From an optimization exercise on the open Yosys and OpenROAD flow, aimed at small area, a short achievable clock period and few clock cycles per item; shortcuts taken in it are not production practice.
At most, simulation tests tie the RTL to the original design; equivalence was not proved.
Power is estimated from default activity; no workload was simulated.

== v29 ==
==> flow/design.v <==
package cdq_pkg;
   localparam int DEPTH_DEFAULT = 16;
   localparam int DATA_W = 32;
   localparam int CAP_W  = 5;
   localparam int FUNC_W = 3;
   localparam logic [CAP_W-1:0] CAP_RESET = 5'd16;
   localparam logic [DATA_W-1:0] EMPTY_VALUE = 32'hFFFF_FFFF;
   localparam logic [FUNC_W-1:0] FUNC_PUSH_FRONT = 3'd0;
   localparam logic [FUNC_W-1:0] FUNC_PUSH_REAR  = 3'd1;
   localparam logic [FUNC_W-1:0] FUNC_POP_FRONT  = 3'd2;
   localparam logic [FUNC_W-1:0] FUNC_POP_REAR   = 3'd3;
   localparam logic [FUNC_W-1:0] FUNC_QUERY      = 3'd4;
   localparam int CSR_ADDR_W = 3;
   localparam int CSR_DATA_W = 32;
   localparam int MID_DEPTH = DEPTH_DEFAULT - 2;
   localparam int MID_AW    = 4;
endpackage
module cdq_ram #(
   parameter int WIDTH = 32,
   parameter int DEPTH = 14
) (
   input  logic             clock,
   input  logic [DEPTH-1:0] wr_sel,
   input  logic [WIDTH-1:0] wr_data,
   input  logic [DEPTH-1:0] rd_sel,
   output logic [WIDTH-1:0] rd_data
);
   logic [WIDTH-1:0] mem_ff [DEPTH];
   always_ff @(posedge clock) begin
      for (int i = 0; i < DEPTH; i++) begin
         if (wr_sel[i]) begin
            mem_ff[i] <= wr_data;
         end
      end
   end
   always_comb begin
      rd_data = '0;
      for (int i = 0; i < DEPTH; i++) begin
         rd_data = rd_data | (mem_ff[i] & {WIDTH{rd_sel[i]}});
      end
   end
endmodule
module circular_deque #(
   parameter int DEPTH = cdq_pkg::DEPTH_DEFAULT
) (
   input  logic                                clock,
   input  logic                                reset,
   input  logic                                req_valid,
   output logic                                req_ready,
   input  logic [cdq_pkg::FUNC_W-1:0]          req_func,
   input  logic signed [cdq_pkg::DATA_W-1:0]   req_value,
   output logic                                rsp_valid,
   input  logic                                rsp_ready,
   output logic                                rsp_ok,
   output logic [cdq_pkg::CAP_W-1:0]           rsp_count,
   output logic                                rsp_is_empty,
   output logic                                rsp_is_full,
   output logic signed [cdq_pkg::DATA_W-1:0]   rsp_head_value,
   output logic signed [cdq_pkg::DATA_W-1:0]   rsp_tail_value,
   input  logic                                csr_psel,
   input  logic                                csr_penable,
   input  logic                                csr_pwrite,
   input  logic [cdq_pkg::CSR_ADDR_W-1:0]      csr_paddr,
   input  logic [cdq_pkg::CSR_DATA_W-1:0]      csr_pwdata,
   output logic [cdq_pkg::CSR_DATA_W-1:0]      csr_prdata,
   output logic                                csr_pready
);
   localparam int CW = cdq_pkg::CAP_W;
   localparam int DW = cdq_pkg::DATA_W;
   localparam int MD = cdq_pkg::MID_DEPTH;
   function automatic logic [MD-1:0] rot_up(input logic [MD-1:0] v);
      rot_up = {v[MD-2:0], v[MD-1]};
   endfunction
   function automatic logic [MD-1:0] rot_down(input logic [MD-1:0] v);
      rot_down = {v[0], v[MD-1:1]};
   endfunction
   logic [CW-1:0] capacity_ff;
   logic [CW-1:0] held_ff;
   logic          n0_ff;         
   logic          n1_ff;         
   logic          ge2_ff;        
   logic          ge3_ff;        
   logic          nf_ff;         
   logic          atc_ff;        
   logic          atcm1_ff;      
   logic [MD-1:0] fgap_ff;       
   logic [MD-1:0] rgap_ff;       
   logic [DW-1:0] head_ff;
   logic [DW-1:0] tail_ff;
   logic          rsp_valid_ff;
   logic          rsp_ok_ff;
   logic          rsp_full_ff;
   logic [CW-1:0] held;
   logic [CW-1:0] eff_cap;
   logic          n2, ge4, atcm2;
   assign held    = n0_ff ? '0 : held_ff;
   assign eff_cap = (capacity_ff == '0) ? CW'(1) :
                    (capacity_ff > CW'(DEPTH)) ? CW'(DEPTH) : capacity_ff;
   assign n2      = ge2_ff && !ge3_ff;
   assign ge4     = ge3_ff && (held_ff > CW'(3));
   assign atcm2   = (held + CW'(2) == eff_cap);
   logic accept;
   logic f_pushf, f_pushr, f_popf, f_popr, f_query;
   logic push_f, push_r, pop_f, pop_r, push, pop, op_ok;
   logic empty_next;
   assign req_ready = !rsp_valid_ff || rsp_ready;
   assign accept    = req_valid && req_ready;
   assign f_pushf = (req_func == cdq_pkg::FUNC_PUSH_FRONT);
   assign f_pushr = (req_func == cdq_pkg::FUNC_PUSH_REAR);
   assign f_popf  = (req_func == cdq_pkg::FUNC_POP_FRONT);
   assign f_popr  = (req_func == cdq_pkg::FUNC_POP_REAR);
   assign f_query = (req_func == cdq_pkg::FUNC_QUERY);
   assign push_f = f_pushf && nf_ff;
   assign push_r = f_pushr && nf_ff;
   assign pop_f  = f_popf && !n0_ff;
   assign pop_r  = f_popr && !n0_ff;
   assign push   = push_f || push_r;
   assign pop    = pop_f || pop_r;
   assign op_ok  = push || pop || f_query;
   assign empty_next = (n0_ff && !push) || (n1_ff && pop);
   logic [MD-1:0] wr_f_oh, wr_r_oh, rd_f_oh, rd_r_oh;
   logic [MD-1:0] wr_sel, rd_sel;
   logic [DW-1:0] wr_data, rd_data;
   assign wr_f_oh = fgap_ff;
   assign wr_r_oh = rgap_ff;
   assign rd_f_oh = rot_up(fgap_ff);
   assign rd_r_oh = rot_down(rgap_ff);
   assign wr_sel  = (accept && ge2_ff && nf_ff) ?
                    (({MD{f_pushf}} & wr_f_oh) | ({MD{f_pushr}} & wr_r_oh)) : '0;
   assign wr_data = req_func[0] ? tail_ff : head_ff;
   assign rd_sel  = req_func[0] ? rd_r_oh : rd_f_oh;
   cdq_ram #(
      .WIDTH (DW),
      .DEPTH (MD)
   ) u_mid (
      .clock   (clock),
      .wr_sel  (wr_sel),
      .wr_data (wr_data),
      .rd_sel  (rd_sel),
      .rd_data (rd_data)
   );
   logic          h_v, h_t, h_rd, h_keep;
   logic          t_v, t_h, t_rd, t_keep;
   logic [DW-1:0] head_in, tail_in;
   assign h_v    = accept && (push_f || (push_r && n0_ff));
   assign h_t    = accept && pop_f && n2;
   assign h_rd   = accept && pop_f && ge3_ff;
   assign h_keep = !(h_v || h_t || h_rd);
   assign t_v    = accept && (push_r || (push_f && n0_ff));
   assign t_h    = accept && pop_r && n2;
   assign t_rd   = accept && pop_r && ge3_ff;
   assign t_keep = !(t_v || t_h || t_rd);
   assign head_in = {DW{accept && empty_next}} | ({DW{h_v}} & req_value) | ({DW{h_t}} & tail_ff) |
                    ({DW{h_rd}} & rd_data) | ({DW{h_keep}} & head_ff);
   assign tail_in = {DW{accept && empty_next}} | ({DW{t_v}} & req_value) | ({DW{t_h}} & head_ff) |
                    ({DW{t_rd}} & rd_data) | ({DW{t_keep}} & tail_ff);
   logic cfg_wr;
   assign cfg_wr = csr_psel && csr_penable && csr_pwrite && !csr_paddr[2];
   always_ff @(posedge clock) begin
      if (reset) begin
         capacity_ff  <= cdq_pkg::CAP_RESET;
         n0_ff        <= 1'b1;
         n1_ff        <= 1'b0;
         ge2_ff       <= 1'b0;
         ge3_ff       <= 1'b0;
         nf_ff        <= 1'b1;
         atc_ff       <= 1'b0;
         atcm1_ff     <= 1'b0;
         fgap_ff      <= MD'(1) << (MD - 1);
         rgap_ff      <= MD'(1);
         rsp_valid_ff <= 1'b0;
      end else begin
         rsp_valid_ff <= accept || (rsp_valid_ff && !rsp_ready);
         if (cfg_wr) begin
            capacity_ff <= csr_pwdata[CW-1:0];
            n0_ff       <= 1'b1;
            n1_ff       <= 1'b0;
            ge2_ff      <= 1'b0;
            ge3_ff      <= 1'b0;
            nf_ff       <= 1'b1;
            atc_ff      <= 1'b0;
            atcm1_ff    <= (csr_pwdata[CW-1:1] == '0);
            fgap_ff     <= MD'(1) << (MD - 1);
            rgap_ff     <= MD'(1);
         end else if (accept) begin
            if (push) begin
               n0_ff    <= 1'b0;
               n1_ff    <= n0_ff;
               ge2_ff   <= !n0_ff;
               ge3_ff   <= ge2_ff;
               nf_ff    <= nf_ff && !atcm1_ff;
               atc_ff   <= atcm1_ff;
               atcm1_ff <= atcm2;
            end else if (pop) begin
               n0_ff    <= n1_ff;
               n1_ff    <= n2;
               ge2_ff   <= ge3_ff;
               ge3_ff   <= ge4;
               nf_ff    <= 1'b1;
               atc_ff   <= 1'b0;
               atcm1_ff <= atc_ff;
            end
            if (push_f && ge2_ff)     fgap_ff <= rot_down(fgap_ff);
            else if (pop_f && ge3_ff) fgap_ff <= rot_up(fgap_ff);
            if (push_r && ge2_ff)     rgap_ff <= rot_up(rgap_ff);
            else if (pop_r && ge3_ff) rgap_ff <= rot_down(rgap_ff);
         end
      end
   end
   always_ff @(posedge clock) begin
      if (accept) begin
         held_ff     <= push ? held + CW'(1) : pop ? held - CW'(1) : held;
         rsp_ok_ff   <= op_ok;
         rsp_full_ff <= push ? atcm1_ff : (!pop && atc_ff);
      end
      head_ff <= head_in;
      tail_ff <= tail_in;
   end
   assign csr_pready = 1'b1;
   assign csr_prdata = csr_paddr[2] ? '0 : cdq_pkg::CSR_DATA_W'(capacity_ff);
   assign rsp_valid      = rsp_valid_ff;
   assign rsp_ok         = rsp_ok_ff;
   assign rsp_count      = held_ff;
   assign rsp_is_empty   = (held_ff == '0);
   assign rsp_is_full    = rsp_full_ff;
   assign rsp_head_value = $signed(head_ff);
   assign rsp_tail_value = $signed(tail_ff);
endmodule
Settings: LEC_CHECK=0, CAP_MARGIN=20, CORE_MARGIN=2, CORE_UTILIZATION=55, CTS_BUF_LIST=sky130_fd_sc_hd__clkbuf_8, CTS_CLUSTER_DIAMETER=60, CTS_CLUSTER_SIZE=16, SETUP_SLACK_MARGIN=3.35, SLEW_MARGIN=20, TNS_END_PERCENT=5; clock period 6.0 ns.
standard.sh (not shown) runs the stock make flow with config.mk's settings and CLKGATE_MAP_FILE= SYNTH_SCRIPT=/design/flow/synth_recipe.tcl, a recipe that flattens the netlist after the stock synthesis.
==> flow/flow/run.sh <==
#!/bin/bash
# The standard layout, with plain buffers (buf_2) on the ports in place of the
# delay buffers buffer_ports picks by default, and a clock tree built without
# dummy loads. Each run's full output goes to its own log file in the work folder.
set -euo pipefail
CTS="-sink_clustering_enable -repair_clock_nets -sink_clustering_size 16 -sink_clustering_max_diameter 60 -buf_list sky130_fd_sc_hd__clkbuf_8 -dont_use_dummy_load"
bash standard.sh BUFFER_PORTS_ARGS="-buffer_cell sky130_fd_sc_hd__buf_2" CTS_ARGS="$CTS" finish > standard.log 2>&1
The final layout from v29, which completed every stage, passed the timing, design-rule and antenna checks at the end of the flow.
The inputs of v4 differ from those of v29 as listed below.
--- a/flow/design.v
+++ b/flow/design.v
@@ -67,13 +67,14 @@
 );
    localparam int CW = cdq_pkg::CAP_W;
    localparam int DW = cdq_pkg::DATA_W;
    localparam int MD = cdq_pkg::MID_DEPTH;
-   function automatic logic [MD-1:0] rot_up(input logic [MD-1:0] v);
-      rot_up = {v[MD-2:0], v[MD-1]};
+   localparam int MA = cdq_pkg::MID_AW;
+   function automatic logic [MA-1:0] mid_inc(input logic [MA-1:0] i);
+      mid_inc = (i == MA'(MD - 1)) ? '0 : i + MA'(1);
    endfunction
-   function automatic logic [MD-1:0] rot_down(input logic [MD-1:0] v);
-      rot_down = {v[0], v[MD-1:1]};
+   function automatic logic [MA-1:0] mid_dec(input logic [MA-1:0] i);
+      mid_dec = (i == '0) ? MA'(MD - 1) : i - MA'(1);
    endfunction
    logic [CW-1:0] capacity_ff;
    logic [CW-1:0] held_ff;
    logic          n0_ff;         
@@ -82,10 +83,10 @@
    logic          ge3_ff;        
    logic          nf_ff;         
    logic          atc_ff;        
    logic          atcm1_ff;      
-   logic [MD-1:0] fgap_ff;       
-   logic [MD-1:0] rgap_ff;       
+   logic [MA-1:0] fgap_ff;       
+   logic [MA-1:0] rgap_ff;       
    logic [DW-1:0] head_ff;
    logic [DW-1:0] tail_ff;
    logic          rsp_valid_ff;
    logic          rsp_ok_ff;
@@ -117,15 +118,24 @@
    assign push   = push_f || push_r;
    assign pop    = pop_f || pop_r;
    assign op_ok  = push || pop || f_query;
    assign empty_next = (n0_ff && !push) || (n1_ff && pop);
+   logic [MA-1:0] fgap_inc, fgap_dec, rgap_inc, rgap_dec;
    logic [MD-1:0] wr_f_oh, wr_r_oh, rd_f_oh, rd_r_oh;
    logic [MD-1:0] wr_sel, rd_sel;
    logic [DW-1:0] wr_data, rd_data;
-   assign wr_f_oh = fgap_ff;
-   assign wr_r_oh = rgap_ff;
-   assign rd_f_oh = rot_up(fgap_ff);
-   assign rd_r_oh = rot_down(rgap_ff);
+   assign fgap_inc = mid_inc(fgap_ff);
+   assign fgap_dec = mid_dec(fgap_ff);
+   assign rgap_inc = mid_inc(rgap_ff);
+   assign rgap_dec = mid_dec(rgap_ff);
+   always_comb begin
+      for (int i = 0; i < MD; i++) begin
+         wr_f_oh[i] = (fgap_ff == MA'(i));
+         wr_r_oh[i] = (rgap_ff == MA'(i));
+         rd_f_oh[i] = (fgap_inc == MA'(i));
+         rd_r_oh[i] = (rgap_dec == MA'(i));
+      end
+   end
    assign wr_sel  = (accept && ge2_ff && nf_ff) ?
                     (({MD{f_pushf}} & wr_f_oh) | ({MD{f_pushr}} & wr_r_oh)) : '0;
    assign wr_data = req_func[0] ? tail_ff : head_ff;
    assign rd_sel  = req_func[0] ? rd_r_oh : rd_f_oh;
@@ -165,10 +175,10 @@
          ge3_ff       <= 1'b0;
          nf_ff        <= 1'b1;
          atc_ff       <= 1'b0;
          atcm1_ff     <= 1'b0;
-         fgap_ff      <= MD'(1) << (MD - 1);
-         rgap_ff      <= MD'(1);
+         fgap_ff      <= MA'(MD - 1);
+         rgap_ff      <= '0;
          rsp_valid_ff <= 1'b0;
       end else begin
          rsp_valid_ff <= accept || (rsp_valid_ff && !rsp_ready);
          if (cfg_wr) begin
@@ -179,10 +189,10 @@
             ge3_ff      <= 1'b0;
             nf_ff       <= 1'b1;
             atc_ff      <= 1'b0;
             atcm1_ff    <= (csr_pwdata[CW-1:1] == '0);
-            fgap_ff     <= MD'(1) << (MD - 1);
-            rgap_ff     <= MD'(1);
+            fgap_ff     <= MA'(MD - 1);
+            rgap_ff     <= '0;
          end else if (accept) begin
             if (push) begin
                n0_ff    <= 1'b0;
                n1_ff    <= n0_ff;
@@ -199,12 +209,12 @@
                nf_ff    <= 1'b1;
                atc_ff   <= 1'b0;
                atcm1_ff <= atc_ff;
             end
-            if (push_f && ge2_ff)     fgap_ff <= rot_down(fgap_ff);
-            else if (pop_f && ge3_ff) fgap_ff <= rot_up(fgap_ff);
-            if (push_r && ge2_ff)     rgap_ff <= rot_up(rgap_ff);
-            else if (pop_r && ge3_ff) rgap_ff <= rot_down(rgap_ff);
+            if (push_f && ge2_ff)     fgap_ff <= fgap_dec;
+            else if (pop_f && ge3_ff) fgap_ff <= fgap_inc;
+            if (push_r && ge2_ff)     rgap_ff <= rgap_inc;
+            else if (pop_r && ge3_ff) rgap_ff <= rgap_dec;
          end
       end
    end
    always_ff @(posedge clock) begin
Notes after the runs:
v4: PASS, flow complete, no timing, DRC or antenna violations. v4: proportion of cell area occupied by registers 3.4 points below v29. Cmp v29 and v4 / CTS buffer count / lower: v4. v4 vs v29 — cell area rose about 3%. Between v29 and v4, number of combinational gates with multiple inputs decreased. On via count, v4 does worse than v29. v29 → v4: post-route core utilization has increased, count of fill cells added during filler insertion has decreased. On total number of nets in the final design, v29 and v4 are neck and neck. Non-clock buffer count ended up about 25% higher on v4 than on v29. End point of the critical path = u_mid.mem_ff[10][1]$_DFFE_PP_: v4; end point of the critical path = req_ready: v29.
Testbench counts of v4, summed over its fixed seeds: cycles 19,967, items 16,000.
Function not checked in v29: the RTL went through the layout flow alone.

---

lane 1:
// circular_deque: RTL as listed in full above, without the edits since
==> flow/config.mk <==
export PLATFORM = sky130hd
export DESIGN_NAME = circular_deque
export DESIGN_NICKNAME = circular_deque
export VERILOG_FILES = /design/flow/design.v
export SDC_FILE = /design/flow/constraint.sdc
export NUM_CORES = 4
export LEC_CHECK = 0
export CAP_MARGIN = 20
export CORE_MARGIN = 2
export CORE_UTILIZATION = 55
export CTS_BUF_LIST = sky130_fd_sc_hd__clkbuf_8
export CTS_CLUSTER_DIAMETER = 60
export CTS_CLUSTER_SIZE = 16
export SETUP_SLACK_MARGIN = 3.35
export SLEW_MARGIN = 20
==> flow/constraint.sdc <==
create_clock -name core_clock -period 6.0 [get_ports {clock}]
set_input_delay 1.2000 -clock core_clock [delete_from_list [all_inputs] [get_ports {clock}]]
set_output_delay 1.2000 -clock core_clock [all_outputs]
set_load 0.01 [all_outputs]
Scripts as last shown in full above: flow/flow/run.sh
Changes in lane 3 relative to lane 1:
--- a/flow/design.v
+++ b/flow/design.v
@@ -87,8 +87,9 @@
    logic [MD-1:0] rgap_ff;       
    logic [DW-1:0] head_ff;
    logic [DW-1:0] tail_ff;
    logic          rsp_valid_ff;
+   logic          rsp_idle_ff;   
    logic          rsp_ok_ff;
    logic          rsp_full_ff;
    logic [CW-1:0] held;
    logic [CW-1:0] eff_cap;
@@ -102,10 +103,10 @@
    logic accept;
    logic f_pushf, f_pushr, f_popf, f_popr, f_query;
    logic push_f, push_r, pop_f, pop_r, push, pop, op_ok;
    logic empty_next;
-   assign req_ready = !rsp_valid_ff || rsp_ready;
-   assign accept    = req_valid && req_ready;
+   assign req_ready = rsp_idle_ff || rsp_ready;
+   assign accept    = req_valid && (!rsp_valid_ff || rsp_ready);
    assign f_pushf = (req_func == cdq_pkg::FUNC_PUSH_FRONT);
    assign f_pushr = (req_func == cdq_pkg::FUNC_PUSH_REAR);
    assign f_popf  = (req_func == cdq_pkg::FUNC_POP_FRONT);
    assign f_popr  = (req_func == cdq_pkg::FUNC_POP_REAR);
@@ -168,10 +169,12 @@
          atcm1_ff     <= 1'b0;
          fgap_ff      <= MD'(1) << (MD - 1);
          rgap_ff      <= MD'(1);
          rsp_valid_ff <= 1'b0;
+         rsp_idle_ff  <= 1'b1;
       end else begin
          rsp_valid_ff <= accept || (rsp_valid_ff && !rsp_ready);
+         rsp_idle_ff  <= !accept && (rsp_idle_ff || rsp_ready);
          if (cfg_wr) begin
             capacity_ff <= csr_pwdata[CW-1:0];
             n0_ff       <= 1'b1;
             n1_ff       <= 1'b0;
Lane 1 and lane 3 ended up with nearly the same number of sequential storage elements.
Summary of lane 3 over lane 1: final worst setup slack saw an increase; synthesized cell count saw an increase; part of the total power dissipated in combinational logic shrank by 0.3 points; detailed-route wire length per cell went down by 2.1%; worst reg-to-reg path cell count down 1.
The clock share of power reported for lane 3 is greater than that of lane 1 by 0.3 points.
Testbench counts of lane 3, summed over its fixed seeds: cycles 19,967, items 16,000.
Function not checked in lane 1: the RTL went through the layout flow alone.

-- afterwards: timing with drivers on the ports --
No port has a modelled driver above. Below, the same layouts with a new extraction and two added sets of constraints.
Step 1, drivers: a clkbuf_16 drives clock and a buf_2 each remaining input, both assumed.
Step 2 moves the port delays by t, midway between the first and last clock arrival at a register: inputs arrive t later, outputs are due t later. That takes back most of the time a late clock gives input paths.
a / b / c = ideal ports / drivers / drivers and shift; a / b = the first two.
run	t (ns)	setup WS [ns]	worst setup path after step 2	worst slew at a driven data input, ns
v29	0.673	3.116 / 3.084 / 2.450	input to register	0.19
v4	0.679	3.196 / 3.185 / 2.506	input to register	0.06
lane 1	0.678	3.102 / 3.067 / 2.682	input to register	0.07
lane 3	0.678	3.151 / 3.116 / 2.667	input to register	0.07
After both steps setup and hold are still met in every run listed. The setup slack of v4, which loses most, moves by -0.011 ns with the drivers and by -0.690 ns with both steps.
